Background: an optimization exercise with open tools, aiming at a short achievable clock period and few clock cycles. Do not read the settings as production practice. Function was checked by simulation only, so behaviour that the tests miss may differ from the original. Power and IR drop assume default switching activity.

==> design/flow/design.v <==
`timescale 1ns/1ps
module setStore
#(
	parameter WIDTH = 128
)
(
	input wire clk,
	input wire reset,
	input wire [$clog2(8)-1:0] setIdx,
	input wire [4-1:0] wrMask,
	input wire [WIDTH-1:0] wrData,
	output reg [4*WIDTH-1:0] rdWays
);
	reg [WIDTH-1:0] store [0:8*4-1];
	genvar s, w;
	generate
		for (s = 0; s < 8; s = s + 1)
		begin : gSet
			for (w = 0; w < 4; w = w + 1)
			begin : gWay
				always @(posedge clk)
				begin
					if (reset)
						store[s*4+w] <= {WIDTH{1'b0}};
					else if (wrMask[w] && setIdx == s)
						store[s*4+w] <= wrData;
				end
			end
		end
	endgenerate
	integer i;
	always @(*)
	begin
		for (i = 0; i < 4; i = i + 1)
			rdWays[i*WIDTH +: WIDTH] = store[setIdx*4+i];
	end
endmodule
`timescale 1ns/1ps
module lruAges
(
	input wire clk,
	input wire reset,
	input wire [$clog2(8)-1:0] setIdx,
	input wire touch,
	input wire [$clog2(4)-1:0] touchWay,
	output reg [$clog2(4)-1:0] victimWay
);
	localparam AGE_BITS = $clog2(3+1);
	reg [AGE_BITS-1:0] ages [0:8*4-1];
	wire [AGE_BITS-1:0] touchedAge;
	assign touchedAge = ages[setIdx*4+touchWay];  
	genvar s, w;
	generate
		for (s = 0; s < 8; s = s + 1)
		begin : gSet
			for (w = 0; w < 4; w = w + 1)
			begin : gWay
				always @(posedge clk)
				begin
					if (reset)
						ages[s*4+w] <= {AGE_BITS{1'b0}};
					else if (touch && setIdx == s)
					begin
						if (touchWay == w)
							ages[s*4+w] <= 3;  
						else if (ages[s*4+w] > touchedAge)
							ages[s*4+w] <= ages[s*4+w] - 1'b1;  
					end
				end
			end
		end
	endgenerate
	integer i;
	always @(*)
	begin
		victimWay = 0;
		for (i = 4-1; i >= 0; i = i - 1)
		begin
			if (ages[setIdx*4+i] == 0)
				victimWay = i;  
		end
	end
endmodule
`timescale 1ns/1ps
module tagMatch
(
	input wire [32-7-1:0] reqTag,
	input wire [4*(32-7+1)-1:0] ways,
	output wire hit,
	output reg [$clog2(4)-1:0] hitWay
);
	localparam TAG_BITS = 32 - 7;
	localparam ENTRY = TAG_BITS + 1;
	reg [4-1:0] match;
	integer w;
	always @(*)
	begin
		hitWay = 0;
		for (w = 4-1; w >= 0; w = w - 1)
		begin
			match[w] = ways[w*ENTRY+TAG_BITS] && (ways[w*ENTRY +: TAG_BITS] == reqTag);
			if (match[w])
				hitWay = w;  
		end
	end
	assign hit = |match;
endmodule
`timescale 1ns/1ps
module cacheController
(
	input wire clk,
	input wire reset,
	input wire [32-1:0] sAwaddr,
	input wire sAwvalid,
	output wire sAwready,
	input wire [32-1:0] sWdata,
	input wire [32/8-1:0] sWstrb,
	input wire sWvalid,
	output wire sWready,
	output wire [1:0] sBresp,
	output wire sBvalid,
	input wire sBready,
	input wire [32-1:0] sAraddr,
	input wire sArvalid,
	output wire sArready,
	output wire [32-1:0] sRdata,
	output wire [1:0] sRresp,
	output wire sRvalid,
	input wire sRready,
	output wire [32-1:0] mAwaddr,
	output wire mAwvalid,
	input wire mAwready,
	output wire [32-1:0] mWdata,
	output wire [32/8-1:0] mWstrb,
	output wire mWvalid,
	input wire mWready,
	input wire mBvalid,
	output wire mBready,
	output wire [32-1:0] mAraddr,
	output wire mArvalid,
	input wire mArready,
	input wire [32-1:0] mRdata,
	input wire mRvalid,
	output wire mRready,
	output wire [$clog2(8)-1:0] setIdx,
	output wire [4-1:0] tagWrMask,
	output wire [32-7:0] tagWrData,
	output wire [4-1:0] lineWrMask,
	output reg [4*32-1:0] lineWrData,
	input wire [4*4*32-1:0] lineWays,
	input wire hit,
	input wire [$clog2(4)-1:0] hitWay,
	input wire [$clog2(4)-1:0] victimWay,
	output wire [32-7-1:0] reqTag,
	output wire touch,
	output wire [$clog2(4)-1:0] touchWay
);
	localparam WB = 32;
	localparam LINE_BITS = 4 * WB;
	localparam SEL_BITS = $clog2(4);
	localparam [2:0] stIdle = 3'd0;
	localparam [2:0] stLookup = 3'd1;
	localparam [2:0] stRefillAddr = 3'd2;
	localparam [2:0] stRefillData = 3'd3;
	localparam [2:0] stRespond = 3'd4;
	localparam [2:0] stWriteMem = 3'd5;
	localparam [2:0] stWriteResp = 3'd6;
	reg [2:0] state;
	reg [2:0] stateNext;
	reg idleReady;  
	reg [32-1:0] addrQ;
	reg [WB-1:0] wdataQ;
	reg [WB/8-1:0] wstrbQ;
	reg [WB-1:0] rdataQ;
	reg [LINE_BITS-1:0] lineBuf;
	reg [LINE_BITS-1:0] fillLine;
	reg [LINE_BITS-1:0] hitLine;
	reg [WB-1:0] mergedWord;
	wire [SEL_BITS-1:0] wordSel;
	reg [SEL_BITS-1:0] wordCnt;
	reg awDone;
	reg wDone;
	wire arAccept;
	wire wrAccept;
	wire rdHit;
	wire fillDone;
	wire wrDone;
	wire wrHit;
	integer b;
	assign reqTag = addrQ[32-1:7];
	assign setIdx = addrQ[7-1:4];
	assign wordSel = addrQ[4-1:2];
	assign sArready = idleReady;
	assign sAwready = idleReady && !sArvalid && sWvalid;
	assign sWready = idleReady && !sArvalid && sAwvalid;
	assign arAccept = sArvalid && sArready;
	assign wrAccept = sAwvalid && sAwready;
	assign sRvalid = (state == stRespond);
	assign sRdata = rdataQ;
	assign sRresp = 2'b00;  
	assign sBvalid = (state == stWriteResp);
	assign sBresp = 2'b00;
	assign mArvalid = (state == stRefillAddr);
	assign mAraddr = {reqTag, setIdx, wordCnt, {2{1'b0}}};
	assign mRready = (state == stRefillData);
	assign mAwvalid = (state == stWriteMem) && !awDone;
	assign mAwaddr = addrQ;
	assign mWvalid = (state == stWriteMem) && !wDone;
	assign mWdata = wdataQ;
	assign mWstrb = wstrbQ;
	assign mBready = (state == stWriteMem) && awDone && wDone;
	assign rdHit = (state == stLookup) && hit;
	assign fillDone = mRvalid && mRready && (wordCnt == 4-1);
	assign wrDone = mBvalid && mBready;
	assign wrHit = wrDone && hit;  
	assign touch = rdHit || fillDone || wrHit;
	assign touchWay = fillDone ? victimWay : hitWay;
	assign tagWrMask = fillDone ? ({{(4-1){1'b0}}, 1'b1} << victimWay) : {4{1'b0}};
	assign tagWrData = {1'b1, reqTag};
	assign lineWrMask = fillDone ? ({{(4-1){1'b0}}, 1'b1} << victimWay) :
		wrHit ? ({{(4-1){1'b0}}, 1'b1} << hitWay) : {4{1'b0}};
	always @(*)
	begin
		fillLine = lineBuf;
		fillLine[wordCnt*WB +: WB] = mRdata;  
		hitLine = lineWays[hitWay*LINE_BITS +: LINE_BITS];
		mergedWord = hitLine[wordSel*WB +: WB];
		for (b = 0; b < WB/8; b = b + 1)
		begin
			if (wstrbQ[b])
				mergedWord[b*8 +: 8] = wdataQ[b*8 +: 8];  
		end
		hitLine[wordSel*WB +: WB] = mergedWord;
		lineWrData = fillDone ? fillLine : hitLine;
	end
	always @(*)
	begin
		stateNext = state;
		case (state)
			stIdle:
				if (arAccept)
					stateNext = stLookup;
				else if (wrAccept)
					stateNext = stWriteMem;
			stLookup:
				stateNext = hit ? stRespond : stRefillAddr;
			stRefillAddr:
				if (mArready)
					stateNext = stRefillData;
			stRefillData:
				if (fillDone)
					stateNext = stRespond;
				else if (mRvalid)
					stateNext = stRefillAddr;  
			stRespond:
				if (sRready)
					stateNext = stIdle;
			stWriteMem:
				if (wrDone)
					stateNext = stWriteResp;
			stWriteResp:
				if (sBready)
					stateNext = stIdle;
			default:
				stateNext = stIdle;
		endcase
	end
	always @(posedge clk)
	begin
		if (reset)
		begin
			state <= stIdle;
			idleReady <= 1'b0;
			wordCnt <= {SEL_BITS{1'b0}};
			awDone <= 1'b0;
			wDone <= 1'b0;
		end
		else
		begin
			state <= stateNext;
			idleReady <= (stateNext == stIdle);
			if (state == stLookup)
				wordCnt <= {SEL_BITS{1'b0}};
			else if (mRvalid && mRready)
				wordCnt <= wordCnt + 1'b1;
			if (wrAccept)
			begin
				awDone <= 1'b0;
				wDone <= 1'b0;
			end
			else
			begin
				if (mAwvalid && mAwready)
					awDone <= 1'b1;
				if (mWvalid && mWready)
					wDone <= 1'b1;
			end
		end
	end
	always @(posedge clk)
	begin
		if (arAccept)
			addrQ <= sAraddr;
		else if (wrAccept)
		begin
			addrQ <= sAwaddr;
			wdataQ <= sWdata;
			wstrbQ <= sWstrb;
		end
		if (mRvalid && mRready)
			lineBuf[wordCnt*WB +: WB] <= mRdata;
		if (rdHit)
			rdataQ <= lineWays[(hitWay*4+wordSel)*WB +: WB];
		else if (fillDone)
			rdataQ <= fillLine[wordSel*WB +: WB];
	end
endmodule
`timescale 1ns/1ps
module cacheTop
(
	input wire clk,
	input wire reset,
	input wire [32-1:0] sAwaddr,
	input wire sAwvalid,
	output wire sAwready,
	input wire [32-1:0] sWdata,
	input wire [32/8-1:0] sWstrb,
	input wire sWvalid,
	output wire sWready,
	output wire [1:0] sBresp,
	output wire sBvalid,
	input wire sBready,
	input wire [32-1:0] sAraddr,
	input wire sArvalid,
	output wire sArready,
	output wire [32-1:0] sRdata,
	output wire [1:0] sRresp,
	output wire sRvalid,
	input wire sRready,
	output wire [32-1:0] mAwaddr,
	output wire mAwvalid,
	input wire mAwready,
	output wire [32-1:0] mWdata,
	output wire [32/8-1:0] mWstrb,
	output wire mWvalid,
	input wire mWready,
	input wire mBvalid,
	output wire mBready,
	output wire [32-1:0] mAraddr,
	output wire mArvalid,
	input wire mArready,
	input wire [32-1:0] mRdata,
	input wire mRvalid,
	output wire mRready
);
	localparam TAG_BITS = 32 - 7;
	localparam LINE_BITS = 4 * 32;
	localparam WAY_BITS = $clog2(4);
	wire [$clog2(8)-1:0] setIdx;
	wire [4-1:0] tagWrMask;
	wire [TAG_BITS:0] tagWrData;
	wire [4-1:0] lineWrMask;
	wire [LINE_BITS-1:0] lineWrData;
	wire [4*(TAG_BITS+1)-1:0] tagWays;
	wire [4*LINE_BITS-1:0] lineWays;
	wire hit;
	wire [WAY_BITS-1:0] hitWay;
	wire [WAY_BITS-1:0] victimWay;
	wire [TAG_BITS-1:0] reqTag;
	wire touch;
	wire [WAY_BITS-1:0] touchWay;
	cacheController cacheController_i
	(
		.clk(clk), .reset(reset),
		.sAwaddr(sAwaddr), .sAwvalid(sAwvalid), .sAwready(sAwready),
		.sWdata(sWdata), .sWstrb(sWstrb), .sWvalid(sWvalid), .sWready(sWready),
		.sBresp(sBresp), .sBvalid(sBvalid), .sBready(sBready),
		.sAraddr(sAraddr), .sArvalid(sArvalid), .sArready(sArready),
		.sRdata(sRdata), .sRresp(sRresp), .sRvalid(sRvalid), .sRready(sRready),
		.mAwaddr(mAwaddr), .mAwvalid(mAwvalid), .mAwready(mAwready),
		.mWdata(mWdata), .mWstrb(mWstrb), .mWvalid(mWvalid), .mWready(mWready),
		.mBvalid(mBvalid), .mBready(mBready),
		.mAraddr(mAraddr), .mArvalid(mArvalid), .mArready(mArready),
		.mRdata(mRdata), .mRvalid(mRvalid), .mRready(mRready),
		.setIdx(setIdx), .tagWrMask(tagWrMask), .tagWrData(tagWrData),
		.lineWrMask(lineWrMask), .lineWrData(lineWrData), .lineWays(lineWays),
		.hit(hit), .hitWay(hitWay), .victimWay(victimWay), .reqTag(reqTag),
		.touch(touch), .touchWay(touchWay)
	);
	setStore #(.WIDTH(TAG_BITS+1)) tagStore
	(
		.clk(clk),
		.reset(reset),
		.setIdx(setIdx),
		.wrMask(tagWrMask),
		.wrData(tagWrData),
		.rdWays(tagWays)
	);
	setStore #(.WIDTH(LINE_BITS)) dataStore
	(
		.clk(clk),
		.reset(reset),
		.setIdx(setIdx),
		.wrMask(lineWrMask),
		.wrData(lineWrData),
		.rdWays(lineWays)
	);
	lruAges lruAges_i (.clk(clk), .reset(reset), .setIdx(setIdx), .touch(touch),
		.touchWay(touchWay), .victimWay(victimWay));
	tagMatch tagMatch_i (.reqTag(reqTag), .ways(tagWays), .hit(hit), .hitWay(hitWay));
endmodule
==> design/flow/run.sh <==
#!/bin/bash
# synth_recipe.tcl (not shown) runs the flow's synth.tcl, then flattens the netlist and writes it again
# the make line also repeats each setting of config.mk as NAME=value (left out here)
make -C /OpenROAD-flow-scripts/flow DESIGN_CONFIG=/design/flow/config.mk WORK_HOME=/design/flow/orfs CLKGATE_MAP_FILE= SYNTH_SCRIPT=/design/flow/synth_recipe.tcl finish
==> design/flow/config.mk <==
export PLATFORM = sky130hd
export DESIGN_NAME = cacheTop
export DESIGN_NICKNAME = cacheTop
export VERILOG_FILES = /design/flow/design.v
export SDC_FILE = /design/flow/constraint.sdc
export NUM_CORES = 8
export LEC_CHECK = 0
export CAP_MARGIN = 20
export CORE_MARGIN = 2
export CORE_UTILIZATION = 25
export PLACE_DENSITY = 0.45
export SLEW_MARGIN = 20
==> design/flow/constraint.sdc <==
create_clock -name core_clock -period 7.0 [get_ports {clk}]
set_input_delay 1.4000 -clock core_clock [delete_from_list [all_inputs] [get_ports {clk}]]
set_output_delay 1.4000 -clock core_clock [all_outputs]
set_load 0.01 [all_outputs]
==> results.json <==
{
  "root_buffer": "clkbuf_16",
  "final_nets": 22366,
  "crit_path_end_kind": "register",
  "ios": 290,
  "gp_congestion": 0.8972,
  "synth_common_cells": "dfxtp_1 (5,000), nand2_1 (3,320), o21ai_0 (2,439), a22o_1 (2,304), clkbuf_1 (1,642)",
  "synth_top_cell_area_share_pct": 46.75,
  "slowest_stage": "nor2_1",
  "status": "no timing/DRC/antenna violations",
  "yosys.cell_count.top_type": "dfxtp_1",
  "vias_per_cell": 5.807,
  "cp.arrival_ns": 7.72,
  "crit_buf_inv": 4,
  "cp-start-kind": "register",
  "final.min_clock_period_ns": 6.923,
  "syn_area_um2": 214100,
  "die_area_um2": 863900,
  "grt_max_degree": 235,
  "antenna_found_initial": 133,
  "dp.cells": 33008,
  "cts.sinks": 5228,
  "dr.pass1.iters": 10,
  "port_buffers": 283,
  "cts.path.max_buffers": 4,
  "crit_path_frequent_cell": "buf_4",
  "synth-seq-area-share_pct": 49.95,
  "die_h_um": 929.5,
  "multi_input_area_um2": 96950,
  "cts_tree": "done",
  "drtIter0Drc": 27917,
  "htreeDepth": 6,
  "setup_viol": 0,
  "holdCritPathClass": "reg -> reg",
  "grt_usage_pct": 25.53,
  "synth.largest_area_cell": "dfxtp_1",
  "num_rows": 339,
  "ant_nets": 0,
  "skew_ns": 0.1499,
  "overflow": 0,
  "dr_total_vias": 198561,
  "die_w_um": 929.5,
  "crit_family": "simple AND/OR/NAND/NOR gates",
  "period_share_pct": 98.90,
  "path_clk_slew_ns": 0.06,
  "worstSetupPathType": "reg -> reg",
  "finalSetupTns_ns": 0,
  "synth_edf_count": 228,
  "grt_pass1_wl_mm": 1576,
  "leakagePower_nw": 89.34,
  "worst_pin_slew_ns": 1.343,
  "finalMaxSlewViolations": 0,
  "rsz0062_at_grt": "false",
  "synth_warnings": 8,
  "cts-buffers-inserted": 589,
  "areaGrowthSynthToFinish_pct": 17.94,
  "postPlaceCellArea_um2": 232100,
  "cp.required_ns": 7.80,
  "dpl.hpwl_mm": 682.2,
  "crit_chain": "buf_12 > nand2b_1 > nor2_4 > buf_4 > a222oi_1 > xnor2_1 > nor3_1 > nand4_1 > o22a_1 > buf_4 > nand3_1 > nand2_2 > buf_4 > nor3_1 > nor2_1",
  "clock_latency_ns": 1.21,
  "ys.flop_type": "dfxtp_1",
  "fin_util_pct": 29.61,
  "start_util_pct": 25.10,
  "grt_pass1_vias": 183620,
  "fin_ws_ns": 0.07698,
  "max_freq_ghz": 0.1444,
  "final_area_um2": 252500,
  "slew_headroom_pct": 10.50,
  "ir_worst_vdd_mv": 0.2438,
  "power.density_nw_per_um2": 281.3,
  "fillers": 89059,
  "stdcell_count": 34191,
  "path_max_fanout": 48,
  "ctsHoldBuffers": 0,
  "layout-drive-gt1-share_pct": 12.24,
  "synth_seq_cells": 5228,
  "routed_wl_mm": 1165,
  "yosysUniqueCellTypes": 113,
  "max_stage_delay_ns": 0.98,
  "post_drt_wl_per_cell_um": 34.07,
  "cap_viol_max_count": 0,
  "async_flop_share_pct": 0,
  "synth_cells": 22897,
  "post-route-drc-count": 0,
  "seqCellArea_um2": 106900,
  "syn_avg_cell_area_um2": 9.351,
  "core_um2": 853000,
  "synth_area_leaders": "dfxtp_1 (47%), a22o_1 (9.4%), nand2_1 (5.8%)",
  "place_ws_ns": 0.1442,
  "hold_violations": 0
}
==> through the flow <==
stage / total power, mW / hold slack (ns)
after detailed placement: 38.78 / 0.4334
after CTS: 70.95 / 0.4465
after floorplan: 34.53 / 0.4163
after global routing: 72.40 / 0.4590
final: 71.05 / 0.4448
after global placement: 38.78 / 0.4251
==> layout by cell type (no fill, tap or decap), types with 258 or more instances in the layout <==
master,n
a221oi_1,402
mux4_2,258
o21ai_0,2431
buf_4,697
dfxtp_1,5000
mux2_2,286
nand2_1,3269
nor2_1,1077
a22oi_1,874
a22o_1,2304
a21oi_1,946
mux2i_1,590
o21ai_1,287
clkbuf_16,605
clkdlybuf4s50_1,282
nand3_1,344
==> metal layers <==
| metal | routed length (µm) | track usage (%) | vias up |
|---|---|---|---|
| met5 | 248 | 0 | - |
| met4 | 74020 | 14.35 | 36 |
| met3 | 124400 | 6.396 | 2912 |
| met2 | 495000 | 38.24 | 12612 |
| met1 | 471200 | 33.48 | 100855 |
| li1 | - | - | 82146 |
==> cell families after synthesis <==
family / share of synthesized area, %
adder cells (fa/ha/maj): 0.3085
AO/OA/AOI/OAI: 26.58
AND/OR/NAND/NOR: 10.29
XOR/XNOR: 0.2700
multiplexers: 7.008
flip-flops: 49.95
other: 0.001751
buffers and inverters: 5.602
==> state kept, by name, summed over array words and instances, names as in the netlist <==
register,cells
cacheController_i.lineBuf,128
lruAges_i.ages,64
dataStore.store,4096
cacheController_i.wDone,1
cacheController_i.addrQ,32
cacheController_i.wordCnt,2
cacheController_i.wdataQ,32
cacheController_i.wstrbQ,4
cacheController_i.idleReady,1
tagStore.store,832
cacheController_i.state,3
cacheController_i.rdataQ,32
cacheController_i.awDone,1
==> cell type report <==
class	count	share of cell area, %
sequential	5228	42.35
clock buffer	845	6.839
inverter	246	0.3790
antenna	119	0.1179
tap	11423	5.660
timing repair buffer	1227	5.153
clock inverter	213	1.112
multi-input combinational	14890	38.39
==> path summary, 6_finish.rpt <==
kind	start	end	slack, ns	cells after the start
worst min-delay path	dataStore.store[24][127]	dataStore.store[24][127]	0.44	2
worst min register to register	dataStore.store[24][127]	dataStore.store[24][127]	0.44	2
worst max register to register	cacheController_i.addrQ[6]	cacheController_i.rdataQ[6]	0.08	15
worst max-delay path	cacheController_i.addrQ[6]	cacheController_i.rdataQ[6]	0.08	15
==> what timing repair did <==
item / in CTS / in global routing
setup endpoints to repair: 0 / 85
resized for setup: 0 / 2
buffers inserted: 0 / 4
==> report_power, final <==
part	total (mW)	internal (mW)	switching, mW
combinational	8.42	1.77	6.65
clock	32.6	18.6	14.0
sequential	30.1	30.0	0.0709
==> worst register-to-register path, delay by kind of cell (launching register included) <==
kind / cells / cell delay, ns
buf+inv: 4 / 1.85
flops: 1 / 0.43
xor+xnor: 1 / 0.37
simple gates: 8 / 3.26
compound gates: 2 / 0.64
Testbench counts, summed over its fixed seeds: cycles 48,596.

## what the ideal ports hide
In the flow no input, the clock included, has a driving cell. The finished layout below was timed again as built, in two steps. Step 1 sets driving cells, clkbuf_16 on the clock port and buf_2 on the other inputs (assumed; they add their load-dependent delay and slew). Step 2 adds t to the input delays and takes it off the output delays; t is the mean of the earliest and latest rising clock arrival at the registers after step 1. Input paths then give back, and output paths get back, about the clock's delay inside the block. Slacks: ideal / step 1 / step 2; pairs: ideal / step 1.
shift t [ns]: 1.279
setup WS [ns]: 0.077 / 0.077 / 0.077
latest minus earliest clock arrival (ns): 0.150 / 0.150
worst register clock-pin slew, ns: 0.07 / 0.07
After both steps this run still meets setup and hold. The setup slack of this run moves by 0.000 ns with the drivers and by 0.000 ns with both steps.
